Source: an optimization exercise on an open RTL-to-GDS flow (aim: small area). Production flows keep margins and buffers that such runs may drop. In this exercise RTL edits were held to simulation tests only and were not proved equivalent to the original. Power is estimated from default activity; no workload was simulated. The clock port is modelled as an ideal driver; clocking choices that lean on that would not hold on a real chip.

==> design.v <==
package gdo_pkg;
    localparam int GDO_DATA_SIZE = 16;
    localparam int GDO_SIZE      = 3;
    typedef logic signed [GDO_DATA_SIZE-1:0]  elem_t;
    typedef logic signed [GDO_DATA_SIZE:0]    wide_t;
    typedef logic [GDO_DATA_SIZE*GDO_SIZE-1:0] row_t;
    typedef enum logic [1:0] {
        ST_IDLE,
        ST_APPLY,
        ST_READ
    } state_e;
    function automatic elem_t gdo_clamp(input wide_t v);
        if (v[GDO_DATA_SIZE] != v[GDO_DATA_SIZE-1]) begin
            if (v[GDO_DATA_SIZE])
                gdo_clamp = {1'b1, {(GDO_DATA_SIZE-1){1'b0}}};
            else
                gdo_clamp = {1'b0, {(GDO_DATA_SIZE-1){1'b1}}};
        end else begin
            gdo_clamp = v[GDO_DATA_SIZE-1:0];
        end
    endfunction
    function automatic elem_t gdo_sat_add(input elem_t a, input elem_t b);
        wide_t s;
        s = {a[GDO_DATA_SIZE-1], a} + {b[GDO_DATA_SIZE-1], b};
        gdo_sat_add = gdo_clamp(s);
    endfunction
    function automatic elem_t gdo_shift_sub(input elem_t w, input elem_t g, input integer sh);
        elem_t gs;
        wide_t d;
        gs = g >>> sh;
        d  = {w[GDO_DATA_SIZE-1], w} - {gs[GDO_DATA_SIZE-1], gs};
        gdo_shift_sub = gdo_clamp(d);
    endfunction
    function automatic elem_t gdo_lane(input row_t r, input integer j);
        gdo_lane = r[(GDO_SIZE-j)*GDO_DATA_SIZE-1 -: GDO_DATA_SIZE];
    endfunction
endpackage
module weight_row_lane #(
    parameter int ROWS     = 3,
    parameter int LR_SHIFT = 4
) (
    input  logic [gdo_pkg::GDO_DATA_SIZE-1:0]      acc_grad_i,
    input  logic [gdo_pkg::GDO_DATA_SIZE-1:0]      acc_beat_i,
    output logic [gdo_pkg::GDO_DATA_SIZE-1:0]      acc_grad_o,
    input  logic [ROWS*gdo_pkg::GDO_DATA_SIZE-1:0] apply_weight_i,
    input  logic [ROWS*gdo_pkg::GDO_DATA_SIZE-1:0] apply_grad_i,
    output logic [ROWS*gdo_pkg::GDO_DATA_SIZE-1:0] apply_weight_o
);
    assign acc_grad_o = gdo_pkg::gdo_sat_add(acc_grad_i, acc_beat_i);
    generate
        for (genvar gi = 0; gi < ROWS; gi++) begin : g_row
            assign apply_weight_o[gi*gdo_pkg::GDO_DATA_SIZE +: gdo_pkg::GDO_DATA_SIZE] =
                gdo_pkg::gdo_shift_sub(apply_weight_i[gi*gdo_pkg::GDO_DATA_SIZE +: gdo_pkg::GDO_DATA_SIZE],
                              apply_grad_i[gi*gdo_pkg::GDO_DATA_SIZE +: gdo_pkg::GDO_DATA_SIZE], LR_SHIFT);
        end
    endgenerate
endmodule
module weight_update_stack #(
    parameter int data_size      = gdo_pkg::GDO_DATA_SIZE,
    parameter int size           = gdo_pkg::GDO_SIZE,
    parameter int max_layer_size = 4,
    parameter int lr_shift       = 4
) (
    input  logic                        clk,
    input  logic                        reset,
    input  logic [data_size*size-1:0]   dc_dw_stream,
    input  logic                        dc_dw_valid,
    input  logic [31:0]                 dc_dw_layer_index,
    input  logic                        batch_end,
    input  logic                        read_req,
    input  logic [31:0]                 read_layer_index,
    input  logic                        wr_en,
    input  logic [31:0]                 wr_layer,
    input  logic [31:0]                 wr_row,
    input  logic [data_size*size-1:0]   wr_data,
    output logic                        ready,
    output logic [data_size*size-1:0]   weight_stream,
    output logic                        weight_valid,
    output logic [31:0]                 weight_row,
    output logic                        drop_err
);
    localparam int NL = max_layer_size;
    localparam int LW = (NL > 1) ? $clog2(NL) : 1;
    localparam int RW = 2;
    localparam int DW = data_size;
    localparam int ROW_BITS   = size * DW;
    localparam int LAYER_BITS = size * ROW_BITS;
    localparam int STORE_BITS = NL * LAYER_BITS;
    logic [STORE_BITS-1:0] weight_q;
    logic [STORE_BITS-1:0] grad_q;
    logic [NL*RW-1:0]      row_cnt_q;
    logic          ready_q;    
    logic          rd_q;       
    logic [RW-1:0] cnt_q;      
    logic [LW-1:0] rl_q;       
    logic          drop_err_q;
    logic busy_apply, busy_read;
    assign busy_apply = !ready_q && !rd_q;
    assign busy_read  = !ready_q &&  rd_q;
    logic acc_ok, wr_ok, rd_ok;
    assign acc_ok = dc_dw_layer_index < 32'(NL);
    assign wr_ok  = (wr_layer < 32'(NL)) && (wr_row < 32'(size));
    assign rd_ok  = read_layer_index < 32'(NL);
    logic go_apply, go_read, do_wr, do_acc, drop_d;
    assign go_apply = ready_q && batch_end;
    assign go_read  = ready_q && !batch_end && read_req && rd_ok;
    assign do_wr    = ready_q && !batch_end && !read_req && wr_en && wr_ok;
    assign do_acc   = ready_q && !batch_end && !read_req && !wr_en && dc_dw_valid && acc_ok;
    assign drop_d   = ready_q ? ((batch_end || read_req || wr_en) ? (dc_dw_valid || wr_en) && !(!batch_end && !read_req && !dc_dw_valid)
                                                                 || (!batch_end && read_req && !rd_ok)
                                                                 || (!batch_end && !read_req && !wr_ok)
                                                              : (dc_dw_valid && !acc_ok))
                              : (dc_dw_valid || wr_en);
    logic [LW-1:0] acc_layer;
    logic [NL-1:0] wsel, gsel;
    assign acc_layer = dc_dw_layer_index[LW-1:0];
    always_comb begin
        for (int l = 0; l < NL; l++) begin
            wsel[l] = !reset && (busy_apply ? (cnt_q == LW'(l)) : (rl_q == LW'(l)));
            gsel[l] = !reset && (busy_apply ? (cnt_q == LW'(l)) : (acc_layer == LW'(l)));
        end
    end
    logic [LAYER_BITS-1:0] wlayer, glayer;
    always_comb begin
        wlayer = '0;
        glayer = '0;
        for (int l = 0; l < NL; l++) begin
            wlayer = wlayer | (weight_q[l*LAYER_BITS +: LAYER_BITS] & {LAYER_BITS{wsel[l]}});
            glayer = glayer | (grad_q[l*LAYER_BITS +: LAYER_BITS]   & {LAYER_BITS{gsel[l]}});
        end
    end
    logic [RW-1:0] acc_row;
    assign acc_row = row_cnt_q[acc_layer*RW +: RW];
    logic [ROW_BITS-1:0] acc_grad_row, read_row;
    always_comb begin
        acc_grad_row = '0;
        read_row     = '0;
        for (int r = 0; r < size; r++) begin
            acc_grad_row = acc_grad_row | (glayer[r*ROW_BITS +: ROW_BITS] & {ROW_BITS{acc_row == RW'(r)}});
            read_row     = read_row     | (wlayer[r*ROW_BITS +: ROW_BITS] & {ROW_BITS{cnt_q == RW'(r)}});
        end
    end
    logic [ROW_BITS-1:0]   grad_acc;       
    logic [LAYER_BITS-1:0] weight_apply;   
    generate
        for (genvar gi = 0; gi < size; gi++) begin : g_lane
            logic [size*DW-1:0] col_weight;
            logic [size*DW-1:0] col_grad;
            logic [size*DW-1:0] col_new;
            for (genvar gr = 0; gr < size; gr++) begin : g_col
                assign col_weight[gr*DW +: DW] = wlayer[(gr*size + gi)*DW +: DW];
                assign col_grad[gr*DW +: DW]   = glayer[(gr*size + gi)*DW +: DW];
                assign weight_apply[(gr*size + gi)*DW +: DW] = col_new[gr*DW +: DW];
            end
            weight_row_lane #(
                .ROWS     (size),
                .LR_SHIFT (lr_shift)
            ) u_lane (
                .acc_grad_i     (acc_grad_row[gi*DW +: DW]),
                .acc_beat_i     (dc_dw_stream[(size-1-gi)*DW +: DW]),
                .acc_grad_o     (grad_acc[gi*DW +: DW]),
                .apply_weight_i (col_weight),
                .apply_grad_i   (col_grad),
                .apply_weight_o (col_new)
            );
        end
    endgenerate
    logic [LAYER_BITS-1:0] wbus;
    logic [ROW_BITS-1:0]   gbus;
    logic                  wbus_apply;
    assign wbus_apply = reset || busy_apply;
    generate
        for (genvar gr = 0; gr < size; gr++) begin : g_wbus
            for (genvar gj = 0; gj < size; gj++) begin : g_lane
                assign wbus[(gr*size + gj)*DW +: DW] = wbus_apply ? weight_apply[(gr*size + gj)*DW +: DW]
                                                                  : wr_data[(size-1-gj)*DW +: DW];
            end
        end
    endgenerate
    assign gbus = grad_acc & {ROW_BITS{do_acc && !reset}};
    logic [NL*size-1:0] wen, gen;
    always_comb begin
        for (int l = 0; l < NL; l++) begin
            for (int r = 0; r < size; r++) begin
                wen[l*size + r] = reset || (busy_apply && cnt_q == LW'(l))
                               || (do_wr && wr_layer[LW-1:0] == LW'(l) && wr_row[RW-1:0] == RW'(r));
                gen[l*size + r] = reset || (busy_apply && cnt_q == LW'(l))
                               || (do_acc && acc_layer == LW'(l) && acc_row == RW'(r));
            end
        end
    end
    generate
        for (genvar gl = 0; gl < NL; gl++) begin : g_layer
            for (genvar gr = 0; gr < size; gr++) begin : g_row
                always_ff @(posedge clk) begin
                    if (wen[gl*size + gr])
                        weight_q[(gl*size + gr)*ROW_BITS +: ROW_BITS] <= wbus[gr*ROW_BITS +: ROW_BITS];
                    if (gen[gl*size + gr])
                        grad_q[(gl*size + gr)*ROW_BITS +: ROW_BITS] <= gbus;
                end
            end
        end
    endgenerate
    always_ff @(posedge clk) begin
        if (reset) begin
            ready_q    <= 1'b1;
            rd_q       <= 1'b0;
            cnt_q      <= '0;
            rl_q       <= '0;
            drop_err_q <= 1'b0;
            row_cnt_q  <= '0;
        end else begin
            if (drop_d)
                drop_err_q <= 1'b1;
            if (ready_q) begin
                cnt_q <= '0;
                if (go_apply) begin
                    ready_q <= 1'b0;
                    rd_q    <= 1'b0;
                end else if (go_read) begin
                    ready_q <= 1'b0;
                    rd_q    <= 1'b1;
                    rl_q    <= read_layer_index[LW-1:0];
                end
            end else begin
                cnt_q <= cnt_q + RW'(1);
                if (rd_q ? (cnt_q == RW'(size - 1)) : (cnt_q == RW'(NL - 1))) begin
                    ready_q <= 1'b1;
                    cnt_q   <= '0;
                end
            end
            if (busy_apply)
                row_cnt_q <= '0;
            else if (do_acc)
                row_cnt_q[acc_layer*RW +: RW] <= (acc_row == RW'(size - 1)) ? '0 : acc_row + RW'(1);
        end
    end
    assign ready         = ready_q;
    assign weight_valid  = busy_read;
    generate
        for (genvar gj = 0; gj < size; gj++) begin : g_out
            assign weight_stream[(size-1-gj)*DW +: DW] = read_row[gj*DW +: DW];
        end
    endgenerate
    assign weight_row    = {{(32-RW){1'b0}}, cnt_q};
    assign drop_err      = drop_err_q;
endmodule
==> run.sh <==
#!/bin/bash
# synth_recipe.tcl (not shown) runs the flow's synth.tcl, then flattens the netlist and writes it again
# the make line also repeats each setting of config.mk as NAME=value (left out here)
make -C /OpenROAD-flow-scripts/flow DESIGN_CONFIG=/design/flow/config.mk WORK_HOME=/design/flow/orfs CLKGATE_MAP_FILE= SYNTH_SCRIPT=/design/flow/synth_recipe.tcl finish
==> config.mk <==
export PLATFORM = sky130hd
export DESIGN_NAME = weight_update_stack
export DESIGN_NICKNAME = weight_update_stack
export VERILOG_FILES = /design/flow/design.v
export SDC_FILE = /design/flow/constraint.sdc
export NUM_CORES = 4
export LEC_CHECK = 0
export CAP_MARGIN = 20
export CELL_PAD_IN_SITES_DETAIL_PLACEMENT = 1
export CELL_PAD_IN_SITES_GLOBAL_PLACEMENT = 3
export CORE_MARGIN = 2
export CORE_UTILIZATION = 12
export PLACE_DENSITY = 0.25
export SLEW_MARGIN = 20
==> constraint.sdc <==
create_clock -name core_clock -period 12.0 [get_ports {clk}]
set_input_delay 2.4000 -clock core_clock [delete_from_list [all_inputs] [get_ports {clk}]]
set_output_delay 2.4000 -clock core_clock [all_outputs]
set_load 0.01 [all_outputs]
==> results of run 1 <==
-- kinds of logic after synthesis --
logic type / share of synthesized area [%]
buffers and inverters: 2.85
other: 0.00684
AO/OA/AOI/OAI: 19.5
flip-flops: 63.6
AND/OR/NAND/NOR: 5.43
XOR/XNOR: 2.31
adder cells (fa/ha/maj): 5.26
multiplexers: 1.00
-- metrics by stage --
stage	cell area [um^2]	setup slack, ns	std cells
after floorplan	55000	4.42	4012
after global placement	66300	1.28	10249
after detailed placement	66400	1.17	10261
after CTS	71900	2.18	10571
after global routing	71900	1.75	10575
final	71900	2.36	10582
-- registers in the layout, summed over array words and instances (netlist names) --
name        cells
grad_q        576
weight_q      576
row_cnt_q       8
cnt_q           2
rl_q            2
drop_err_q      1
rd_q            1
ready_q         1
-- report_power, final --
part           switching (mW)  internal, mW  total (mW)  leakage, nW
clock                    2.08          3.01        5.09         2.64
combinational            3.19          1.54        4.73         10.0
sequential              0.232          5.86        6.09         11.8
total                    5.50          10.4        15.9         24.4
-- per-layer routing --
metal | wire length [um] | track usage, %
met1 | 154000 | 18.9
met2 | 137000 | 20.4
met3 | 10700 | 1.72
met4 | 4940 | 2.35
met5 | 13 | 0
-- synthesized netlist by cell type, types with 74 or more instances --
cell / count / area share [%]
nand2_1: 193 / 1.3
a21oi_1: 206 / 1.9
a22o_1: 256 / 4.1
xnor2_1: 88 / 1.4
a221o_1: 150 / 2.7
a22oi_1: 74 / 1.0
edfxtp_1: 1152 / 63
ha_1: 209 / 4.8
nor2_1: 195 / 1.3
clkbuf_1: 102 / 0.70
o21ai_0: 182 / 1.7
a221oi_1: 123 / 2.0
inv_1: 109 / 0.75
-- final cells by class --
| cell class | instances | area (um^2) | share of cell area, % |
|---|---|---|---|
| well taps | 6000 | 7510 | 10.4 |
| diodes | 9 | 22.5 | 0.0313 |
| inverters | 111 | 417 | 0.579 |
| multi-input cells | 2496 | 19100 | 26.6 |
| repair buffers | 489 | 4490 | 6.24 |
| clock buffers | 220 | 4610 | 6.41 |
| flip-flops and latches | 1167 | 34900 | 48.5 |
| clock inverters | 90 | 852 | 1.18 |
-- critical path: stages --
cell	delay, ns
clkdlybuf4s50_1	0.65
inv_1	0.29
ha_1	0.36
nand2_1	0.15
a21oi_4	0.81
buf_4	0.62
a22oi_1	0.13
nand2_1	0.27
o21ai_0	0.18
o2bb2ai_1	0.33
ha_1	0.33
nor3_1	0.19
nor2_1	0.09
a31oi_1	0.46
o31ai_1	0.19
a31o_2	0.30
a21o_1	0.17
a21oi_1	0.27
xnor2_1	0.12
ha_1	0.41
a21oi_2	0.89
o21a_1	0.57
-- how the worst min path moves through the flow --
| stage | startpoint | end | slack, ns | cells after the start |
|---|---|---|---|---|
| after detailed placement | drop_err_q | drop_err_q | 0.49 | 2 |
| after CTS | drop_err_q | drop_err_q | 0.51 | 2 |
| after global placement | drop_err_q | drop_err_q | 0.50 | 2 |
| final | drop_err_q | drop_err_q | 0.50 | 2 |
| after global routing | row_cnt_q[3] | row_cnt_q[3] | 0.54 | 2 |
| after floorplan | row_cnt_q[4] | row_cnt_q[4] | 0.46 | 2 |
==> flow_metrics.env, run 1 <==
export IMPL_io_pins=313
export IMPL_yosysSeqAreaShare_pct=63.6
export IMPL_routabilityCongestion=0.683
export IMPL_cp_required_ns=12.61
export IMPL_cts_sinks=1167
export IMPL_power_mw=15.9
export IMPL_grt_max_degree=75
export IMPL_rsz0062_at_grt="false"
export IMPL_powerDensity_nw_per_um2=221
export IMPL_rrSetupSlack_ns=4.01
export IMPL_drv_cap=0
export IMPL_cp_startpoint="dc_dw_layer_index[0]"
export IMPL_cts_max_level=4
export IMPL_rows=248
export IMPL_clk_pin_slew_worst_paths_ns=0.06
export IMPL_clock_fmax_mhz=104
export IMPL_syn2layout_area_growth_pct=31.1
export IMPL_via_count=37948
export IMPL_drtPass1Iterations=5
export IMPL_critPathMaxFanout=32
export IMPL_die_h_um=680
export IMPL_cts_root_buf="clkbuf_16"
export IMPL_dieArea_um2=463000
export IMPL_cts_made_buffers=177
export IMPL_final_cell_mix="edfxtp_1, clkdlybuf4s50_1, a22o_1"
export IMPL_rr_startpoint="cnt_q[0]"
export IMPL_tightest_slew_ns=1.24
export IMPL_hold_ws_ns=0.500
export IMPL_p_leak_nw=24.4
export IMPL_finalSetupViolCount=0
export IMPL_min_path_type="reg -> reg"
export IMPL_final_common_cell="edfxtp_1"
export IMPL_hpwl_mm=209
export IMPL_skew_ns=0.0582
export IMPL_worstSetupStartpointType="input port"
export IMPL_synth_seq_cells=1167
export IMPL_grt_pass1_wl_mm=403
export IMPL_drive_gt1_share_pct=13.3
export IMPL_cts_hold_buf=0
export IMPL_drv_slew=0
export IMPL_die_w_um=680
export IMPL_rr_worst_depth=20
export IMPL_fin_setup_tns_ns=0
export IMPL_synth_edf_count=1152
export IMPL_ys_warn_count=2
export IMPL_finalHoldViolations=0
export IMPL_cts_resized=0
export IMPL_synth_flop_cell="edfxtp_1"
export IMPL_num_fill_cells=50920
export IMPL_drtAntennaViolNets=0
export IMPL_wire_per_inst_um=28.9
export IMPL_antenna_found_initial=64
export IMPL_r2r_end="grad_q[76]"
export IMPL_post_cts_buffers=0
export IMPL_final_nets=4893
export IMPL_worstSkewPairLatency_ns=0.88
export IMPL_worstPathArrival_ns=10.25
export IMPL_synth_cells=3983
export IMPL_cts_path_max_buffers=4
export IMPL_gr_total_overflow=0
export IMPL_period_needed_ns=9.64
export IMPL_final_util_pct=15.8
export IMPL_synthArstFlopShare_pct=0
export IMPL_grt_pass1_vias=40784
export IMPL_drc=0
export IMPL_finalCritPeriodShare_pct=80.3
export IMPL_cts_tree="done"
export IMPL_portBuffers=282
export IMPL_synth_distinct_cells=91
export IMPL_start_util_pct=12.0
export IMPL_end_kind="register"
export IMPL_grt_total_usage_pct=13.0
export IMPL_ir_drop_v=0.0000971
export IMPL_detailedRoute_firstIterationViolations=2230
export IMPL_status="complete, no violations"
export IMPL_finalWirelength_mm=306
export IMPL_relSlewSlack_pct=17.2
export IMPL_syn_avg_cell_area_um2=13.8
export IMPL_core_area_um2=456000
export IMPL_viasPerCell=3.59
export IMPL_crit_path_end="grad_q[76]"
export IMPL_path_class="in -> reg"
export IMPL_syn_area_um2=54900
==> inputs of run 2 (changes only) <==
--- a/design.v
+++ b/design.v
@@ -11,16 +11,21 @@
     } state_e;
-    function automatic elem_t gdo_clamp(input wide_t v);
-        if (v[GDO_DATA_SIZE] != v[GDO_DATA_SIZE-1]) begin
-            if (v[GDO_DATA_SIZE])
-                gdo_clamp = {1'b1, {(GDO_DATA_SIZE-1){1'b0}}};
-            else
-                gdo_clamp = {1'b0, {(GDO_DATA_SIZE-1){1'b1}}};
-        end else begin
-            gdo_clamp = v[GDO_DATA_SIZE-1:0];
-        end
+    function automatic elem_t gdo_sat_add_c(input elem_t a, input elem_t b, input logic cin);
+        elem_t s;
+        logic  c, c_top, ovf, force1, force0;
+        c = cin;
+        c_top = 1'b0;
+        for (int i = 0; i < GDO_DATA_SIZE; i++) begin
+            s[i] = a[i] ^ b[i] ^ c;
+            if (i == GDO_DATA_SIZE-1)
+                c_top = c;
+            c = (a[i] & b[i]) | (a[i] & c) | (b[i] & c);
+        end
+        ovf   = c ^ c_top;
+        force1 = ovf &  s[GDO_DATA_SIZE-1];
+        force0 = ovf & ~s[GDO_DATA_SIZE-1];
+        gdo_sat_add_c = (s | {1'b0, {(GDO_DATA_SIZE-1){force1}}}) & ~{force1, {(GDO_DATA_SIZE-1){force0}}};
+        gdo_sat_add_c[GDO_DATA_SIZE-1] = (s[GDO_DATA_SIZE-1] | force0) & ~force1;
     endfunction
     function automatic elem_t gdo_sat_add(input elem_t a, input elem_t b);
-        wide_t s;
-        s = {a[GDO_DATA_SIZE-1], a} + {b[GDO_DATA_SIZE-1], b};
-        gdo_sat_add = gdo_clamp(s);
+        gdo_sat_add = gdo_sat_add_c(a, b, 1'b0);
     endfunction
@@ -28,6 +33,4 @@
         elem_t gs;
-        wide_t d;
         gs = g >>> sh;
-        d  = {w[GDO_DATA_SIZE-1], w} - {gs[GDO_DATA_SIZE-1], gs};
-        gdo_shift_sub = gdo_clamp(d);
+        gdo_shift_sub = gdo_sat_add_c(w, ~gs, 1'b1);
     endfunction
@@ -115,7 +118,9 @@
     logic [NL-1:0] wsel, gsel;
+    logic          wsel_wr;
     assign acc_layer = dc_dw_layer_index[LW-1:0];
+    assign wsel_wr   = !reset && ready_q;
     always_comb begin
         for (int l = 0; l < NL; l++) begin
-            wsel[l] = !reset && (busy_apply ? (cnt_q == LW'(l)) : (rl_q == LW'(l)));
-            gsel[l] = !reset && (busy_apply ? (cnt_q == LW'(l)) : (acc_layer == LW'(l)));
+            wsel[l] = !reset && !ready_q && (cnt_q == LW'(l) && !rd_q || rl_q == LW'(l) && rd_q);
+            gsel[l] = !reset && (busy_apply ? (cnt_q == LW'(l)) : (!wr_en && acc_layer == LW'(l)));
         end
@@ -130,2 +135,6 @@
         end
+        for (int r = 0; r < size; r++)
+            for (int j = 0; j < size; j++)
+                wlayer[(r*size + j)*DW +: DW] = wlayer[(r*size + j)*DW +: DW]
+                                              | (wr_data[(size-1-j)*DW +: DW] & {DW{wsel_wr}});
     end
@@ -169,12 +178,3 @@
     logic [ROW_BITS-1:0]   gbus;
-    logic                  wbus_apply;
-    assign wbus_apply = reset || busy_apply;
-    generate
-        for (genvar gr = 0; gr < size; gr++) begin : g_wbus
-            for (genvar gj = 0; gj < size; gj++) begin : g_lane
-                assign wbus[(gr*size + gj)*DW +: DW] = wbus_apply ? weight_apply[(gr*size + gj)*DW +: DW]
-                                                                  : wr_data[(size-1-gj)*DW +: DW];
-            end
-        end
-    endgenerate
+    assign wbus = weight_apply;
     assign gbus = grad_acc & {ROW_BITS{do_acc && !reset}};
--- a/config.mk
+++ b/config.mk
@@ -8,7 +8,7 @@
 export CAP_MARGIN = 20
-export CELL_PAD_IN_SITES_DETAIL_PLACEMENT = 1
-export CELL_PAD_IN_SITES_GLOBAL_PLACEMENT = 3
+export CELL_PAD_IN_SITES_DETAIL_PLACEMENT = 0
+export CELL_PAD_IN_SITES_GLOBAL_PLACEMENT = 1
 export CORE_MARGIN = 2
-export CORE_UTILIZATION = 12
-export PLACE_DENSITY = 0.25
+export CORE_UTILIZATION = 55
+export PLACE_DENSITY = 0.65
 export SLEW_MARGIN = 20
==> run 2 against run 1 <==
Still clean on timing, DRC and antenna. Cell area decreased by 17%. Largest power group unchanged. Highest routed layer is now met4. Maximum frequency decreased by 18%. Critical endpoint is now weight_q[66]. Non-clock buffer count increased by 30. Worst setup slack got worse by 2.1 ns.
==> flow_metrics.env, run 2 <==
export IMPL_status="complete, no violations"
export IMPL_tightest_slew_ns=1.08
export IMPL_hold_path_depth=2
export IMPL_hpwl_mm=91.9
export IMPL_r2r_end="weight_q[520]"
export IMPL_dieArea_um2=93500
export IMPL_p_comb_share_pct=16.6
export IMPL_viasPerCell=6.36
export IMPL_drc=0
export IMPL_rows=110
export IMPL_end_kind="register"
export IMPL_seqPwrFrac_pct=53.2
export IMPL_die_w_um=306
export IMPL_syn_avg_cell_area_um2=15.1
export IMPL_final_util_pct=66.1
export IMPL_synth_flop_cell="edfxtp_1"
export IMPL_synth_top_area_share_pct=69.0
export IMPL_syn2layout_area_growth_pct=18.9
export IMPL_p_leak_nw=21.8
export IMPL_start_util_pct=55.6
export IMPL_dpl_cell_count=4829
export IMPL_synth_area_leaders="edfxtp_1, fa_1, a22oi_1"
export IMPL_finalWirelength_mm=145
export IMPL_powerDensity_nw_per_um2=194
export IMPL_num_fill_cells=6405
export IMPL_post_cts_buffers=0
export IMPL_switching_power_mw=3.04
export IMPL_detailedRoute_firstIterationViolations=4367
export IMPL_grt_total_usage_pct=30.9
export IMPL_worstSkewPairLatency_ns=0.71
export IMPL_wire_per_inst_um=28.7
export IMPL_drv_cap=0
export IMPL_synth_cells=3328
export IMPL_grt_pass1_vias=32179
export IMPL_worstPathArrival_ns=12.14
export IMPL_synthArstFlopShare_pct=0
export IMPL_final_cell_mix="edfxtp_1, nand2_1, clkdlybuf4s50_1"
export IMPL_intPower_mw=8.53
export IMPL_cts_max_level=3
export IMPL_period_needed_ns=11.71
export IMPL_finalHoldViolations=0
export IMPL_rr_startpoint="cnt_q[0]"
export IMPL_reg_top3="grad_q: 576 flops, weight_q: 576 flops, row_cnt_q: 8 flops"
export IMPL_yosys_area_top_type="edfxtp_1"
export IMPL_drv_slew=0
export IMPL_ir_drop_v=0.000174
export IMPL_grt_max_degree=51
export IMPL_critPathMaxFanout=15
export IMPL_syn_area_um2=50100
export IMPL_diodes=0
export IMPL_cts_path_max_buffers=3
export IMPL_drtAntennaViolNets=0
export IMPL_synth_edf_count=1152
export IMPL_worstSetupStartpointType="input port"
export IMPL_yosysSeqAreaShare_pct=69.6
export IMPL_portBuffers=282
export IMPL_cts_made_buffers=117
export IMPL_cp_startpoint="dc_dw_layer_index[1]"
export IMPL_rsz0062_at_grt="true"
export IMPL_io_pins=313
export IMPL_hp_start="row_cnt_q[4]"
export IMPL_synth_distinct_cells=59
export IMPL_cts_tree="done"
export IMPL_ys_warn_count=2
export IMPL_clock_fmax_mhz=85.4
export IMPL_synth_commonest_cells="edfxtp_1, nand2_1, a22oi_1"
export IMPL_yosysMostFrequentCell="edfxtp_1"
export IMPL_drive_gt1_share_pct=13.3
export IMPL_via_count=32063
export IMPL_rrSetupSlack_ns=1.56
export IMPL_switching_share_pct=26.2
export IMPL_relSlewSlack_pct=28.1
export IMPL_routabilityCongestion=0.843
export IMPL_synth_seq_cells=1167
export IMPL_cp_required_ns=12.43
export IMPL_path_class="in -> reg"
export IMPL_finalCritPeriodShare_pct=97.6
export IMPL_antenna_found_initial=1
export IMPL_p_clk_share_pct=30.2
export IMPL_min_path_type="reg -> reg"
export IMPL_cts_sinks=1167
export IMPL_skew_ns=0.0223
export IMPL_cts_root_buf="clkbuf_16"
export IMPL_clk_pin_slew_worst_paths_ns=0.06
export IMPL_final_nets=4217
export IMPL_die_h_um=306
export IMPL_gr_total_overflow=0
export IMPL_hold_path_end="row_cnt_q[4]"
export IMPL_grt_pass1_wl_mm=211
export IMPL_rr_worst_depth=28
export IMPL_final_common_cell="edfxtp_1"
export IMPL_stdcell_count=5040
export IMPL_drtPass1Iterations=10
export IMPL_finalSetupViolCount=0
export IMPL_core_area_um2=90100
[run 2: cell types whose count changed after synthesis, moves of 120 or more]
| cell | before | now |
|---|---|---|
| a221o_1 | 150 | 0 |
| a222oi_1 | 45 | 188 |
| a22o_1 | 256 | 14 |
| a22oi_1 | 74 | 266 |
| fa_1 | 12 | 190 |
| ha_1 | 209 | 25 |
| nand2_1 | 193 | 321 |
| nand3_1 | 45 | 170 |
| o21ai_0 | 182 | 62 |
[run 2: cell type report]
type	instances	area (um^2)	share of cell area [%]
Sequential cell	1167	34900	58.6
Multi-Input combinational cell	1758	14000	23.5
Timing Repair Buffer	519	4780	8.03
Clock buffer	145	3100	5.20
Tap cell	1176	1470	2.47
Inverter	209	785	1.32
Clock inverter	66	527	0.884
[run 2: critical path, cell delays in order]
cell and delay, ns:
clkdlybuf4s50_1 0.52, inv_1 0.09, ha_1 0.23, a22oi_2 0.15, buf_4 0.16, nor2_4 0.11, a22oi_1 0.26, nand2_1 0.11
ha_1 0.22, fa_1 0.48, fa_1 0.48, fa_1 0.48, fa_1 0.48, fa_1 0.49, fa_1 0.49, fa_1 0.47
fa_1 0.49, fa_1 0.49, fa_1 0.46, fa_1 0.46, fa_1 0.46, fa_1 0.46, fa_1 0.52, fa_1 0.45
xnor2_1 0.22, buf_4 0.31, a21oi_1 0.17
[run 2: power groups by stage]
stage	clock, mW	combinational [mW]	sequential, mW
global route	3.68	2.10	6.23
global placement	0	1.73	6.16
CTS	3.53	1.82	6.15
detailed placement	0	1.81	6.23
finish	3.49	1.93	6.15
floorplan	0	1.04	6.14
[run 2: timing repair]
item | in CTS | in global routing
hold buffers | 0 | 0
hold endpoints to repair | 0 | 0
gates resized for setup | 0 | 60
setup endpoints to repair | 0 | 331
[run 2: cell families after synthesis]
family,count (synthesis),share of synthesized area (%)
DFF,1167,69.6
AOI/OAI and AO/OA,803,12.0
muxes,4,0.130
adders and majority gates,215,8.21
other,1,0.00748
and+or+nand+nor,695,6.30
buffers and inverters,432,3.55
xor gates and xnor gates,11,0.192
[run 2: worst max path at each step]
stage                    endpoint  slack [ns]  depth (start not counted)
floorplan           weight_q[164]       -0.02                         27
global placement    weight_q[507]       -0.33                         28
detailed placement  weight_q[363]       -0.48                         28
CTS                 weight_q[219]        0.21                         28
global route        weight_q[441]       -0.05                         29
finish               weight_q[66]        0.29                         27
[run 2: per-layer routing]
layer,GRT usage [%],vias to the layer above,share of wire (%)
li1,-,13773,-
met1,45.0,16342,41
met2,47.8,1751,46
met3,6.78,197,11
met4,8.24,0,2.3
met5,0,-,0
[run 2: per-stage QoR]
stage	setup slack [ns]	power (mW)	TNS, ns	hold WS (ns)	instance area [um^2]
after floorplan	-0.0226	7.18	-0.903	0.474	50200
after global placement	-0.328	7.89	-187.54	0.495	55700
after detailed placement	-0.477	8.03	-258.98	0.505	55700
after CTS	0.215	11.5	0	0.525	59300
after global routing	-0.0453	12.0	-1.32	0.552	59600
final	0.287	11.6	0	0.526	59600
==> inputs of run 3 (changes only) <==
==> flow/run.sh (new file) <==
#!/bin/bash
set -euo pipefail
export BUFFER_PORTS_ARGS="-buffer_cell sky130_fd_sc_hd__buf_1"
export CTS_ARGS="-sink_clustering_enable -repair_clock_nets -sink_clustering_size 30 -sink_clustering_max_diameter 120 -dont_use_dummy_load"
bash standard.sh > standard.log 2>&1
==> standard.sh (new file) <==
#!/bin/bash
# synth_recipe.tcl (not shown) runs the flow's synth.tcl, then flattens the netlist and writes it again
# the make line also repeats each setting of config.mk as NAME=value (left out here)
make -C /OpenROAD-flow-scripts/flow DESIGN_CONFIG=/design/flow/config.mk WORK_HOME=/design/flow/orfs CLKGATE_MAP_FILE= SYNTH_SCRIPT=/design/flow/synth_recipe.tcl "${@:-finish}"
--- a/config.mk
+++ b/config.mk
@@ -7,3 +7,3 @@
 export LEC_CHECK = 0
-export CAP_MARGIN = 20
+export CAP_MARGIN = 0
 export CELL_PAD_IN_SITES_DETAIL_PLACEMENT = 0
@@ -13,2 +13,2 @@
 export PLACE_DENSITY = 0.65
-export SLEW_MARGIN = 20
+export SLEW_MARGIN = 0
removed: run.sh
==> run 3 against run 2 <==
Utilization down 5.3 points. First-iteration DRC count up 7.1%. Largest cell class unchanged. Non-clock buffer count shrank 31. Critical path type unchanged. Synthesized area unchanged. Cell area is 8.0% lower. Critical endpoint is now weight_q[376]. Total power decreased by 16%.
==> flow_metrics.env, run 3 <==
export IMPL_cts_path_max_buffers=3
export IMPL_hold_path_depth=2
export IMPL_clock_fmax_mhz=86.2
export IMPL_worstSkewPairLatency_ns=0.64
export IMPL_yosysMostFrequentCell="edfxtp_1"
export IMPL_dieArea_um2=93500
export IMPL_tightest_slew_ns=1.20
export IMPL_rrSetupSlack_ns=1.53
export IMPL_worstPathArrival_ns=12.02
export IMPL_cts_made_buffers=44
export IMPL_syn2layout_area_growth_pct=9.39
export IMPL_crit_buf_inv=4
export IMPL_reg_top3="grad_q: 576 flops, weight_q: 576 flops, row_cnt_q: 8 flops"
export IMPL_fin_area_um2=54800
export IMPL_powerDensity_nw_per_um2=177
export IMPL_cts_root_buf="clkbuf_16"
export IMPL_synth_cells=3328
export IMPL_io_pins=313
export IMPL_grt_pass1_vias=31076
export IMPL_path_class="in -> reg"
export IMPL_hp_start="row_cnt_q[2]"
export IMPL_dpl_cell_count=4798
export IMPL_clk_pin_slew_worst_paths_ns=0.11
export IMPL_cts_hold_buf=0
export IMPL_end_kind="register"
export IMPL_synth_seq_cells=1167
export IMPL_switching_share_pct=27.1
export IMPL_cts_sinks=1167
export IMPL_final_nets=4113
export IMPL_setup_slack_ns=0.395
export IMPL_synth_area_leaders="edfxtp_1, fa_1, a22oi_1"
export IMPL_hpwl_mm=90.8
export IMPL_core_area_um2=90100
export IMPL_drv_slew=0
export IMPL_stdcell_count=4843
export IMPL_ys_warn_count=2
export IMPL_die_h_um=306
export IMPL_cts_tree="done"
export IMPL_crit_top_cell="fa_1"
export IMPL_rows=110
export IMPL_dpl_cell_area_um2=53700
export IMPL_post_cts_buffers=0
export IMPL_hold_ws_ns=0.526
export IMPL_drv_cap=0
export IMPL_die_w_um=306
export IMPL_routabilityCongestion=0.856
export IMPL_finalHoldViolations=0
export IMPL_critPathMaxFanout=18
export IMPL_grt_total_usage_pct=30.3
export IMPL_grt_pass1_wl_mm=208
export IMPL_cts_resized=0
export IMPL_viasPerCell=6.44
export IMPL_rr_startpoint="cnt_q[1]"
export IMPL_gr_total_overflow=0
export IMPL_ir_drop_v=0.000131
export IMPL_worstSetupStartpointType="input port"
export IMPL_fin_setup_tns_ns=0
export IMPL_synthArstFlopShare_pct=0
export IMPL_drtPass1Iterations=9
export IMPL_wire_per_inst_um=29.5
export IMPL_drive_gt1_share_pct=8.67
export IMPL_p_clk_share_pct=18.6
export IMPL_start_util_pct=55.6
export IMPL_synth_commonest_cells="edfxtp_1, nand2_1, a22oi_1"
export IMPL_synth_top_area_share_pct=69.0
export IMPL_rsz0062_at_grt="true"
export IMPL_grt_max_degree=75
export IMPL_cp_required_ns=12.41
export IMPL_cp_slowest_cell="fa_1"
export IMPL_yosysSeqAreaShare_pct=69.6
export IMPL_skew_ns=0.0392
export IMPL_syn_area_um2=50100
export IMPL_portBuffers=282
export IMPL_syn_avg_cell_area_um2=15.1
export IMPL_synth_edf_count=1152
export IMPL_synth_distinct_cells=59
export IMPL_switching_power_mw=2.63
export IMPL_drtAntennaViolNets=0
export IMPL_hold_path_end="row_cnt_q[2]"
export IMPL_synth_flop_cell="edfxtp_1"
export IMPL_cts_max_level=2
export IMPL_r2r_end="weight_q[274]"
export IMPL_path_depth=27
export IMPL_via_count=31185
export IMPL_intPower_mw=7.07
export IMPL_critical_path_top_delay_family="adder cells"
export IMPL_pre_cts_slack_ns=-0.274
export IMPL_relSlewSlack_pct=19.7
export IMPL_antenna_found_initial=8
export IMPL_detailedRoute_firstIterationViolations=4678
export IMPL_period_needed_ns=11.61
export IMPL_rr_worst_depth=29
export IMPL_final_cell_mix="edfxtp_1, nand2_1, buf_1"
export IMPL_min_path_type="reg -> reg"
export IMPL_final_common_cell="edfxtp_1"
export IMPL_p_comb_share_pct=18.2
export IMPL_status="complete, no violations"
export IMPL_finalSetupViolCount=0
export IMPL_cp_startpoint="dc_dw_layer_index[1]"
export IMPL_finalCritPeriodShare_pct=96.7
export IMPL_seqPwrFrac_pct=63.2
export IMPL_slowest_delay_ns=0.51
export IMPL_drc=0
export IMPL_finalWirelength_mm=143
export IMPL_p_leak_nw=19.6
export IMPL_yosys_area_top_type="edfxtp_1"
[run 3: cell types whose count changed in the layout (fill, tap and decap cells not counted), sizes merged]
cell,change
bufinv,-8
clkbuf,-100
buf,+249
clkdlybuf4s50,-281
inv,-3
diode,+1
clkinvlp,-2
clkinv,-53
[run 3: kinds of logic (layout without fill, tap and decap cells)]
logic type / count (synthesis) / in the layout / share of synthesized area [%]
adder cells (fa/ha/maj): 215 / 215 / 8.21
flip-flops: 1167 / 1167 / 69.6
XOR/XNOR: 11 / 11 / 0.192
AND/OR/NAND/NOR: 695 / 695 / 6.30
buffers and inverters: 432 / 741 / 3.55
multiplexers: 4 / 4 / 0.130
AO/OA/AOI/OAI: 803 / 803 / 12.0
other: 1 / 31 / 0.00748
[run 3: worst max path at each step]
stage,end,slack (ns)
after floorplan,weight_q[164],-0.02
after global placement,weight_q[516],-0.15
after detailed placement,weight_q[562],-0.27
after CTS,weight_q[274],0.35
after global routing,weight_q[376],-0.02
final,weight_q[376],0.39
[run 3: worst register-to-register path: cells and delay by family (launching register included)]
family	cells	cell delay, ns
simple gates	3	0.52
xor+xnor	1	0.27
fa+ha+maj	17	7.42
flops	1	0.36
compound gates	3	0.69
buf+inv	5	0.97
[run 3: layout make-up]
| type | count | area [um^2] |
|---|---|---|
| inverter | 209 | 785 |
| clock buffer | 44 | 1100 |
| antenna | 1 | 2.50 |
| tap | 1176 | 1470 |
| sequential | 1167 | 34900 |
| timing repair buffer | 488 | 2750 |
| fill | 6905 | 35300 |
| multi-input combinational | 1758 | 13800 |
[run 3: power by group through the flow]
stage / Combinational (mW) / Clock (mW) / Sequential, mW
after floorplan: 1.04 / 0 / 6.14
after global placement: 1.65 / 0 / 6.15
after detailed placement: 1.73 / 0 / 6.22
after CTS: 1.74 / 1.84 / 6.13
after global routing: 1.93 / 1.96 / 6.20
final: 1.76 / 1.81 / 6.13
[run 3: layer usage]
| metal | vias to the layer above | part of all wire, % | wire, um | track usage [%] |
|---|---|---|---|---|
| met5 | - | 0.066 | 94 | 0 |
| met4 | 14 | 1.5 | 2110 | 5.04 |
| met3 | 149 | 9.9 | 14100 | 5.66 |
| met2 | 1631 | 46 | 66400 | 47.6 |
| met1 | 15954 | 42 | 60100 | 45.4 |
| li1 | 13437 | - | - | - |
[run 3: stage by stage]
step	total power [mW]	utilization [%]
2_1_floorplan	7.18	-
6_report	9.70	60.8
3_5_place_dp	7.96	59.5
5_1_grt	10.1	60.8
3_3_place_gp	7.80	59.5
4_1_cts	9.70	60.8
==> inputs of run 4 (changes only) <==
--- a/config.mk
+++ b/config.mk
@@ -7,3 +7,3 @@
 export LEC_CHECK = 0
-export CAP_MARGIN = 0
+export CAP_MARGIN = 5
 export CELL_PAD_IN_SITES_DETAIL_PLACEMENT = 0
@@ -12,3 +12,5 @@
 export CORE_UTILIZATION = 55
+export CTS_CLUSTER_DIAMETER = 120
+export CTS_CLUSTER_SIZE = 30
 export PLACE_DENSITY = 0.65
-export SLEW_MARGIN = 0
+export SLEW_MARGIN = 5
==> run 4 against run 3 <==
Critical path depth unchanged. Total power unchanged. Still clean. Non-clock buffer count unchanged. Count of clock-buffer cells in the layout unchanged. Cell area unchanged. Register-to-register slack about the same. Synthesized area unchanged. Worst hold slack unchanged. Critical endpoint unchanged.
==> flow_metrics.env, run 4 <==
export IMPL_dpl_cell_area_um2=53700
export IMPL_path_class="in -> reg"
export IMPL_cts_root_buf="clkbuf_16"
export IMPL_drv_slew=0
export IMPL_synth_cells=3328
export IMPL_ys_warn_count=2
export IMPL_path_depth=27
export IMPL_synthArstFlopShare_pct=0
export IMPL_drc=0
export IMPL_worstPathArrival_ns=12.02
export IMPL_viasPerCell=6.44
export IMPL_synth_edf_count=1152
export IMPL_period_needed_ns=11.61
export IMPL_drtPass1Iterations=9
export IMPL_dieArea_um2=93500
export IMPL_rsz0062_at_grt="true"
export IMPL_yosys_area_top_type="edfxtp_1"
export IMPL_cts_max_level=2
export IMPL_skew_ns=0.0392
export IMPL_final_util_pct=60.8
export IMPL_finalSetupViolCount=0
export IMPL_drv_cap=0
export IMPL_cts_sinks=1167
export IMPL_io_pins=313
export IMPL_finalHoldViolations=0
export IMPL_fin_area_um2=54800
export IMPL_syn_area_um2=50100
export IMPL_die_w_um=306
export IMPL_syn_avg_cell_area_um2=15.1
export IMPL_cp_required_ns=12.41
export IMPL_portBuffers=282
export IMPL_yosysSeqAreaShare_pct=69.6
export IMPL_min_path_type="reg -> reg"
export IMPL_final_common_cell="edfxtp_1"
export IMPL_core_area_um2=90100
export IMPL_tightest_slew_ns=1.20
export IMPL_grt_total_usage_pct=30.3
export IMPL_synth_flop_cell="edfxtp_1"
export IMPL_crit_buf_inv=4
export IMPL_routabilityCongestion=0.856
export IMPL_synth_area_leaders="edfxtp_1, fa_1, a22oi_1"
export IMPL_post_cts_buffers=0
export IMPL_antenna_found_initial=8
export IMPL_cts_path_max_buffers=3
export IMPL_grt_max_degree=75
export IMPL_hpwl_mm=90.8
export IMPL_grt_pass1_vias=31076
export IMPL_gr_total_overflow=0
export IMPL_finalCritPeriodShare_pct=96.7
export IMPL_synth_distinct_cells=59
export IMPL_critPathMaxFanout=18
export IMPL_powerDensity_nw_per_um2=177
export IMPL_crit_top_cell="fa_1"
export IMPL_detailedRoute_firstIterationViolations=4678
export IMPL_grt_pass1_wl_mm=208
export IMPL_rr_worst_depth=29
export IMPL_synth_commonest_cells="edfxtp_1, nand2_1, a22oi_1"
export IMPL_rows=110
export IMPL_clk_pin_slew_worst_paths_ns=0.11
export IMPL_via_count=31185
export IMPL_fin_setup_tns_ns=0
export IMPL_clock_fmax_mhz=86.2
export IMPL_hold_ws_ns=0.526
export IMPL_num_fill_cells=6905
export IMPL_yosysMostFrequentCell="edfxtp_1"
export IMPL_p_leak_nw=19.6
export IMPL_drtAntennaViolNets=0
export IMPL_final_cell_mix="edfxtp_1, nand2_1, buf_1"
export IMPL_relSlewSlack_pct=19.7
export IMPL_finalWirelength_mm=143
export IMPL_reg_top3="grad_q: 576 flops, weight_q: 576 flops, row_cnt_q: 8 flops"
export IMPL_ir_drop_v=0.000131
export IMPL_end_kind="register"
export IMPL_slowest_delay_ns=0.51
export IMPL_cp_slowest_cell="fa_1"
export IMPL_drive_gt1_share_pct=8.67
export IMPL_worstSkewPairLatency_ns=0.64
export IMPL_worstSetupStartpointType="input port"
export IMPL_final_nets=4113
export IMPL_start_util_pct=55.6
export IMPL_syn2layout_area_growth_pct=9.39
export IMPL_cts_made_buffers=44
export IMPL_cts_tree="done"
export IMPL_synth_top_area_share_pct=69.0
export IMPL_status="complete, no violations"
export IMPL_die_h_um=306
export IMPL_critical_path_top_delay_family="adder cells"
export IMPL_wire_per_inst_um=29.5
export IMPL_hold_path_depth=2
export IMPL_synth_seq_cells=1167
-- run 4: cell counts in the layout (fill, tap and decap cells not counted) --
Identical to the previous run, type by type.
-- run 4: cell families (layout without fill, tap and decap cells) --
family	Yosys count	in the layout	share of synthesized area (%)
buf+inv	432	741	3.55
xor+xnor	11	11	0.192
mux	4	4	0.130
compound gates	803	803	12.0
other cells	1	31	0.00748
flops	1167	1167	69.6
fa+ha+maj	215	215	8.21
simple gates	695	695	6.30
-- run 4: worst paths after layout --
kind	startpoint	endpoint	slack, ns
worst min register to register	row_cnt_q[2]	row_cnt_q[2]	0.53
worst max-delay path	dc_dw_layer_index[1]	weight_q[376]	0.39
worst min-delay path	row_cnt_q[2]	row_cnt_q[2]	0.53
worst max register to register	cnt_q[1]	weight_q[274]	1.53
-- run 4: repair_timing --
action                     in CTS  in global routing
hold endpoints to repair        0                  0
setup endpoints to repair       0                167
hold buffers                    0                  0
resized for setup               0                  8
-- run 4: per-layer routing --
layer,track usage (%),up-vias,wire (um)
met5,0,-,94
met3,5.66,149,14100
met4,5.04,14,2110
met1,45.4,15954,60100
met2,47.6,1631,66400
li1,-,13437,-
-- run 4: metrics by stage --
step	worst slack, ns	cells	total power, mW
final	0.395	4843	9.70
after global routing	-0.0185	4842	10.1
after CTS	0.351	4842	9.70
after detailed placement	-0.274	4798	7.96
after global placement	-0.149	4798	7.80
after floorplan	-0.0226	3357	7.18
-- run 4: area by class of cell --
cell class / count / area, um^2 / area share [%]
Antenna cell: 1 / 2.50 / 0.00457
Sequential cell: 1167 / 34900 / 63.7
Multi-Input combinational cell: 1758 / 13800 / 25.2
Tap cell: 1176 / 1470 / 2.68
Inverter: 209 / 785 / 1.43
Timing Repair Buffer: 488 / 2750 / 5.01
Clock buffer: 44 / 1100 / 2.01
-- run 4: power by group --
group | total (mW) | switching (mW) | internal (mW)
sequential | 6.13 | 0.263 | 5.87
clock | 1.81 | 1.14 | 0.665
combinational | 1.76 | 1.22 | 0.539
-- run 4: worst min-delay path: stages (launching register included) --
cell and delay (ns):
dfxtp_1 0.34, a22oi_1 0.08, nor2_1 0.08
==> inputs of run 5 (changes only) <==
--- a/config.mk
+++ b/config.mk
@@ -11,6 +11,4 @@
 export CORE_MARGIN = 2
-export CORE_UTILIZATION = 55
-export CTS_CLUSTER_DIAMETER = 120
-export CTS_CLUSTER_SIZE = 30
-export PLACE_DENSITY = 0.65
+export CORE_UTILIZATION = 65
+export PLACE_DENSITY = 0.75
 export SLEW_MARGIN = 5
==> run 5 against run 4 <==
Sequential share of layout area grew 0.40 points. Still clean on timing, DRC and antenna. Critical path depth shrank 2. Synthesized area is the same. First-iteration DRC count grew 12%. Utilization grew 11 points. Synthesized cell count is the same.
==> flow_metrics.env, run 5 <==
export IMPL_synth_top_area_share_pct=69.0
export IMPL_hpwl_mm=85.8
export IMPL_finalWirelength_mm=137
export IMPL_rsz0062_at_grt="false"
export IMPL_p_clk_share_pct=18.4
export IMPL_synth_cells=3328
export IMPL_start_util_pct=65.9
export IMPL_powerDensity_nw_per_um2=178
export IMPL_status="complete, no violations"
export IMPL_rows=101
export IMPL_die_w_um=282
export IMPL_p_comb_share_pct=18.1
export IMPL_synth_compound_area_share_pct=12.0
export IMPL_synthArstFlopShare_pct=0
export IMPL_grt_pass1_wl_mm=199
export IMPL_synth_top_family_by_area="compound AO/OA/AOI/OAI gates"
export IMPL_num_fill_cells=5075
export IMPL_p_leak_nw=19.5
export IMPL_slowest_delay_ns=0.63
export IMPL_synth_distinct_cells=59
export IMPL_syn_area_um2=50100
export IMPL_portBuffers=282
export IMPL_cts_sinks=1167
export IMPL_gr_total_overflow=0
export IMPL_cts_max_level=2
export IMPL_cts_path_max_buffers=3
export IMPL_switching_share_pct=27.0
export IMPL_period_needed_ns=11.74
export IMPL_antenna_found_initial=4
export IMPL_synth_flop_cell="edfxtp_1"
export IMPL_cts_root_buf="clkbuf_16"
export IMPL_power_mw=9.67
export IMPL_critPathMaxFanout=18
export IMPL_detailedRoute_firstIterationViolations=5261
export IMPL_core_area_um2=76100
export IMPL_tightest_slew_ns=1.22
export IMPL_crit_buf_inv=4
export IMPL_skew_ns=0.0454
export IMPL_wire_per_inst_um=29.2
export IMPL_grt_max_degree=58
export IMPL_syn_avg_cell_area_um2=15.1
export IMPL_ys_warn_count=2
export IMPL_synth_simple_gate_area_share_pct=6.30
export IMPL_min_path_type="reg -> reg"
export IMPL_synth_commonest_cells="edfxtp_1, nand2_1, a22oi_1"
export IMPL_intPower_mw=7.06
export IMPL_worstSetupStartpointType="input port"
export IMPL_finalCritPeriodShare_pct=97.9
export IMPL_synth_xor_area_share_pct=0.192
export IMPL_final_common_cell="edfxtp_1"
export IMPL_routabilityCongestion=0.918
export IMPL_muxShareOfSynthArea_pct=0.130
export IMPL_drtAntennaViolNets=0
export IMPL_reg_top3="grad_q: 576 flops, weight_q: 576 flops, row_cnt_q: 8 flops"
export IMPL_finalHoldViolations=0
export IMPL_synth_area_leaders="edfxtp_1, fa_1, a22oi_1"
export IMPL_syn2layout_area_growth_pct=8.70
export IMPL_switching_power_mw=2.61
export IMPL_crit_top_cell="fa_1"
export IMPL_final_cell_mix="edfxtp_1, nand2_1, buf_1"
export IMPL_cts_tree="done"
export IMPL_end_kind="register"
export IMPL_cts_made_buffers=44
export IMPL_viasPerCell=6.78
export IMPL_setup_slack_ns=0.256
export IMPL_final_nets=4096
export IMPL_cp_required_ns=12.39
export IMPL_via_count=31726
export IMPL_worstPathArrival_ns=12.13
export IMPL_drv_slew=0
export IMPL_clk_pin_slew_worst_paths_ns=0.10
export IMPL_path_class="in -> reg"
export IMPL_finalSetupViolCount=0
export IMPL_yosysSeqAreaShare_pct=69.6
export IMPL_io_pins=313
export IMPL_regArea_um2=34900
export IMPL_cts_hold_buf=0
export IMPL_synth_edf_count=1152
export IMPL_drc=0
export IMPL_drv_cap=0
export IMPL_dieArea_um2=79300
export IMPL_die_h_um=282
export IMPL_critical_path_top_delay_family="adder cells"
export IMPL_cp_slowest_cell="nor3_4"
export IMPL_multiInputGateArea_um2=13800
export IMPL_yosysMostFrequentCell="edfxtp_1"
export IMPL_synth_seq_cells=1167
export IMPL_grt_pass1_vias=31170
export IMPL_relSlewSlack_pct=18.7
export IMPL_yosys_area_top_type="edfxtp_1"
export IMPL_clock_fmax_mhz=85.1
export IMPL_grt_total_usage_pct=34.7
export IMPL_drive_gt1_share_pct=8.11
export IMPL_ir_drop_v=0.000134
export IMPL_synthAdderAreaFrac_pct=8.21
export IMPL_worstSkewPairLatency_ns=0.64
export IMPL_pre_cts_slack_ns=-0.279
export IMPL_seqPwrFrac_pct=63.5
export IMPL_drtPass1Iterations=10
## run 5: cell counts after synthesis
Identical to the previous run, type by type.
## run 5: metrics by stage
step	hold WS [ns]	area (um^2)	instances	TNS [ns]	utilization, %
global route	0.555	54500	4682	0	71.6
floorplan	0.474	50200	3357	-0.903	-
finish	0.530	54500	4682	0	71.6
global placement	0.490	53400	4635	-2.06	70.1
CTS	0.525	54500	4679	0	71.6
detailed placement	0.501	53400	4635	-52.83	70.1
## run 5: tightest hold or removal path: stages, from the launching register on
cell and delay (ns):
dfxtp_1 0.34, a22oi_1 0.08, nor2_1 0.08
## run 5: worst paths after layout
path	startpoint	end	slack, ns	cells after the start
max reg2reg	rd_q	weight_q[516]	1.39	26
min	row_cnt_q[2]	row_cnt_q[2]	0.53	2
min reg2reg	row_cnt_q[2]	row_cnt_q[2]	0.53	2
max	reset	weight_q[516]	0.26	25
## run 5: cell families (layout without fill, tap and decap cells)
kind of cell,Yosys count,after routing
flip-flops,1167,1167
multiplexers,4,4
other,1,33
AND/OR/NAND/NOR,695,695
AO/OA/AOI/OAI,803,803
buffers and inverters,432,724
adder cells (fa/ha/maj),215,215
XOR/XNOR,11,11
## run 5: routing by layer
metal  vias to the layer above  share of wire, %  track usage, %
met2                      2195                46            53.4
li1                      13402                 -               -
met4                         2               2.5            8.93
met3                       202                13            6.90
met1                     15925                38            51.7
met5                         -            0.0088               0
## run 5: cell type report
type                            instances  share of cell area (%)
Sequential cell                      1167                    64.1
Tap cell                             1030                    2.37
Timing Repair Buffer                  471                    4.78
Antenna cell                            3                  0.0138
Clock buffer                           44                    2.02
Multi-Input combinational cell       1758                    25.3
Inverter                              209                    1.44
## run 5: power by group through the flow
| stage | clock network [mW] | logic, mW | registers (mW) |
|---|---|---|---|
| 2_1_floorplan | 0 | 1.04 | 6.14 |
| 3_3_place_gp | 0 | 1.61 | 6.15 |
| 3_5_place_dp | 0 | 1.71 | 6.23 |
| 4_1_cts | 1.80 | 1.72 | 6.13 |
| 5_1_grt | 1.92 | 1.91 | 6.21 |
| 6_report | 1.78 | 1.75 | 6.14 |
## run 5: timing repair
action	4_1_cts	5_1_grt
hold endpoints to repair	0	0
gates resized for setup	0	2
buffers inserted	0	0
endpoints found under the setup margin	0	5
==> inputs of run 6 (changes only) <==
--- a/design.v
+++ b/design.v
@@ -54,5 +54,8 @@
         for (genvar gi = 0; gi < ROWS; gi++) begin : g_row
+            logic [gdo_pkg::GDO_DATA_SIZE-1:0] g;
+            assign g = apply_grad_i[gi*gdo_pkg::GDO_DATA_SIZE +: gdo_pkg::GDO_DATA_SIZE];
             assign apply_weight_o[gi*gdo_pkg::GDO_DATA_SIZE +: gdo_pkg::GDO_DATA_SIZE] =
-                gdo_pkg::gdo_shift_sub(apply_weight_i[gi*gdo_pkg::GDO_DATA_SIZE +: gdo_pkg::GDO_DATA_SIZE],
-                              apply_grad_i[gi*gdo_pkg::GDO_DATA_SIZE +: gdo_pkg::GDO_DATA_SIZE], LR_SHIFT);
+                ~gdo_pkg::gdo_sat_add_c(~apply_weight_i[gi*gdo_pkg::GDO_DATA_SIZE +: gdo_pkg::GDO_DATA_SIZE],
+                                        {{LR_SHIFT{g[gdo_pkg::GDO_DATA_SIZE-1]}}, g[gdo_pkg::GDO_DATA_SIZE-1:LR_SHIFT]},
+                                        1'b0);
         end
==> run 6 against run 5 <==
Worst setup slack worse by 0.024 ns. Cell area hardly changed. Via count is 0.48% higher. Final cell count hardly changed. Maximum frequency is 0.20% lower. Still clean on timing, DRC and antenna.
==> flow_metrics.env, run 6 <==
export IMPL_finalCritPeriodShare_pct=98.1
export IMPL_drc=0
export IMPL_final_common_cell="edfxtp_1"
export IMPL_core_area_um2=76100
export IMPL_clk_pin_slew_worst_paths_ns=0.11
export IMPL_fin_area_um2=54500
export IMPL_tightest_slew_ns=1.21
export IMPL_gr_total_overflow=0
export IMPL_p_leak_nw=19.7
export IMPL_routabilityCongestion=0.957
export IMPL_status="complete, no violations"
export IMPL_multiInputGateArea_um2=13700
export IMPL_synth_seq_cells=1167
export IMPL_path_class="in -> reg"
export IMPL_final_cell_mix="edfxtp_1, nand2_1, a222oi_1"
export IMPL_worstSetupStartpointType="input port"
export IMPL_hold_path_end="row_cnt_q[6]"
export IMPL_skew_ns=0.0378
export IMPL_intPower_mw=7.09
export IMPL_yosysSeqAreaShare_pct=69.8
export IMPL_hold_ws_ns=0.534
export IMPL_final_nets=4099
export IMPL_viasPerCell=6.81
export IMPL_portBuffers=282
export IMPL_synth_top_area_share_pct=69.2
export IMPL_hpwl_mm=88.1
export IMPL_worstSkewPairLatency_ns=0.65
export IMPL_dieArea_um2=79200
export IMPL_cts_sinks=1167
export IMPL_syn_area_um2=50000
export IMPL_cts_hold_buf=0
export IMPL_synth_commonest_cells="edfxtp_1, nand2_1, a222oi_1"
export IMPL_crit_top_cell="fa_1"
export IMPL_period_needed_ns=11.77
export IMPL_p_comb_share_pct=18.8
export IMPL_cts_max_level=2
export IMPL_end_kind="register"
export IMPL_slowest_delay_ns=0.63
export IMPL_cp_required_ns=12.34
export IMPL_hp_start="row_cnt_q[6]"
export IMPL_worstPathArrival_ns=12.11
export IMPL_syn2layout_area_growth_pct=8.89
export IMPL_crit_buf_inv=4
export IMPL_start_util_pct=65.7
export IMPL_relSlewSlack_pct=19.1
export IMPL_wire_per_inst_um=29.6
export IMPL_dpl_cell_area_um2=53300
export IMPL_drv_cap=0
export IMPL_switching_share_pct=27.3
export IMPL_yosys_area_top_type="edfxtp_1"
export IMPL_rsz0062_at_grt="false"
export IMPL_ys_warn_count=2
export IMPL_cts_made_buffers=44
export IMPL_finalHoldViolations=0
export IMPL_r2r_end="weight_q[168]"
export IMPL_syn_avg_cell_area_um2=15.0
export IMPL_p_clk_share_pct=18.3
export IMPL_grt_pass1_wl_mm=199
export IMPL_synth_distinct_cells=63
export IMPL_drv_slew=0
export IMPL_synth_flop_cell="edfxtp_1"
export IMPL_finalWirelength_mm=138
export IMPL_regArea_um2=34900
export IMPL_powerDensity_nw_per_um2=179
export IMPL_rrSetupSlack_ns=1.63
export IMPL_rr_startpoint="cnt_q[0]"
export IMPL_grt_pass1_vias=31250
export IMPL_critPathMaxFanout=12
export IMPL_hold_path_depth=2
export IMPL_synth_cells=3330
export IMPL_reg_top3="grad_q: 576 flops, weight_q: 576 flops, row_cnt_q: 8 flops"
export IMPL_yosysMostFrequentCell="edfxtp_1"
export IMPL_clock_fmax_mhz=85.0
export IMPL_cts_tree="done"
export IMPL_switching_power_mw=2.66
export IMPL_seqPwrFrac_pct=62.9
export IMPL_synth_area_leaders="edfxtp_1, fa_1, a222oi_1"
export IMPL_rows=101
export IMPL_via_count=31877
export IMPL_num_fill_cells=5080
export IMPL_ir_drop_v=0.000151
export IMPL_synth_edf_count=1152
export IMPL_cts_root_buf="clkbuf_16"
export IMPL_die_h_um=281
export IMPL_grt_max_degree=51
export IMPL_drive_gt1_share_pct=8.24
export IMPL_cp_slowest_cell="nor2_1"
export IMPL_synthArstFlopShare_pct=0
export IMPL_antenna_found_initial=1
export IMPL_drtAntennaViolNets=0
export IMPL_min_path_type="reg -> reg"
export IMPL_detailedRoute_firstIterationViolations=5827
export IMPL_drtPass1Iterations=13
export IMPL_finalSetupViolCount=0
export IMPL_cts_path_max_buffers=3
export IMPL_io_pins=313
export IMPL_rr_worst_depth=29
export IMPL_die_w_um=281
export IMPL_critical_path_top_delay_family="adder cells"
export IMPL_grt_total_usage_pct=35.0
-- run 6: changes by cell type in the layout (fill, tap and decap cells not counted), moves of 8 or more --
cell and change:
a21oi_1 +9, nand3_1 -17, buf_12 +8, mux2_2 +8
a221oi_1 -14, or3_1 +10, a22o_1 -14, o21ai_0 -8
a222oi_1 +143, a22oi_1 -256, nand2_1 +142
-- run 6: metal layers --
| metal | part of all wire [%] | routed length [um] | vias up | track usage [%] |
|---|---|---|---|---|
| met4 | 3.4 | 4640 | 0 | 11.8 |
| met1 | 37 | 51100 | 15998 | 49.5 |
| met2 | 46 | 64000 | 2214 | 54.0 |
| li1 | - | - | 13411 | - |
| met5 | 0 | 0 | - | 0 |
| met3 | 14 | 18800 | 254 | 9.13 |
-- run 6: worst register-to-register path: cells and delay by family, from the launching register on --
family / cells / cell delay, ns
flip-flops: 1 / 0.36
adder cells (fa/ha/maj): 17 / 7.40
buffers and inverters: 6 / 1.33
AND/OR/NAND/NOR: 3 / 0.56
AO/OA/AOI/OAI: 3 / 0.45
-- run 6: cell families (layout without fill, tap and decap cells) --
| family | after synthesis | in the layout | synth area share (%) |
|---|---|---|---|
| other cells | 1 | 31 | 0.00750 |
| flops | 1167 | 1167 | 69.8 |
| simple gates | 824 | 824 | 7.19 |
| mux | 14 | 14 | 0.358 |
| xor+xnor | 12 | 12 | 0.210 |
| fa+ha+maj | 215 | 215 | 8.23 |
| buf+inv | 435 | 728 | 3.65 |
| compound gates | 662 | 662 | 10.6 |
-- run 6: worst max path at each step --
stage | from | endpoint | slack [ns] | cells after the start
after floorplan | dc_dw_layer_index[0] | weight_q[128] | 0.33 | 29
after global placement | dc_dw_layer_index[1] | weight_q[550] | -0.17 | 29
after detailed placement | dc_dw_layer_index[1] | grad_q[556] | -0.48 | 32
after CTS | dc_dw_layer_index[1] | grad_q[556] | 0.16 | 32
after global routing | dc_dw_layer_index[1] | grad_q[356] | 0.02 | 31
final | dc_dw_layer_index[1] | grad_q[356] | 0.23 | 31
-- run 6: area by class of cell --
class | instances | area share [%]
inverter | 212 | 1.47
tap | 1030 | 2.37
clock buffer | 44 | 2.02
timing repair buffer | 472 | 4.98
multi-input combinational | 1757 | 25.1
sequential | 1167 | 64.1
antenna | 1 | 0.00460
-- run 6: repair_timing --
action / in CTS / in global routing
resized for setup: 0 / 6
setup endpoints to repair: 0 / 64
setup buffers: 0 / 0
-- run 6: power by group through the flow --
stage / Combinational, mW / Sequential (mW) / Clock (mW)
floorplan: 1.06 / 6.14 / 0
global placement: 1.69 / 6.15 / 0
detailed placement: 1.78 / 6.22 / 0
CTS: 1.79 / 6.12 / 1.79
global route: 1.98 / 6.21 / 1.92
finish: 1.83 / 6.13 / 1.79
-- run 6: through the flow --
step / total power, mW / setup TNS (ns) / setup WS [ns] / util [%] / std cells
final: 9.74 / 0 / 0.232 / 71.6 / 4683
after detailed placement: 8.01 / -122.58 / -0.483 / 70.1 / 4638
after global placement: 7.84 / -45.91 / -0.173 / 70.1 / 4638
after floorplan: 7.19 / 0 / 0.326 / - / 3359
after global routing: 10.1 / 0 / 0.0244 / 71.6 / 4683
after CTS: 9.71 / 0 / 0.160 / 71.6 / 4682

[separate check: timing with driven ports]
The results above use ideal ports. As a check the final layouts listed here were re-extracted and re-timed, cells and wires unchanged. Step 1, drivers: a clkbuf_16 drives clk and a buf_2 each remaining input, both assumed. Step 2 also shifts input and output timing later by t, the mid clock arrival at the registers, as if the neighbouring blocks saw the same clock. a / b / c = no drivers / after step 1 / after step 2; a / b = the first two.
run | t (ns) | setup WS [ns] | pins driven straight from the clock port
run 1 | 0.960 | 2.360 / 2.412 / 1.453 | 1
run 2 | 0.771 | 0.287 / 0.329 / -0.442 | 1
run 3 | 0.691 | 0.395 / 0.429 / -0.262 | 1
run 4 | 0.691 | 0.395 / 0.429 / -0.262 | 1
run 5 | 0.685 | 0.256 / 0.296 / -0.390 | 1
run 6 | 0.697 | 0.232 / 0.280 / -0.417 | 1
With both steps, setup timing fails in 5 of these runs, where it was met with ideal ports. For run 1, which loses most, drivers alone change the setup slack by +0.052 ns; drivers and shift together by -0.907 ns.
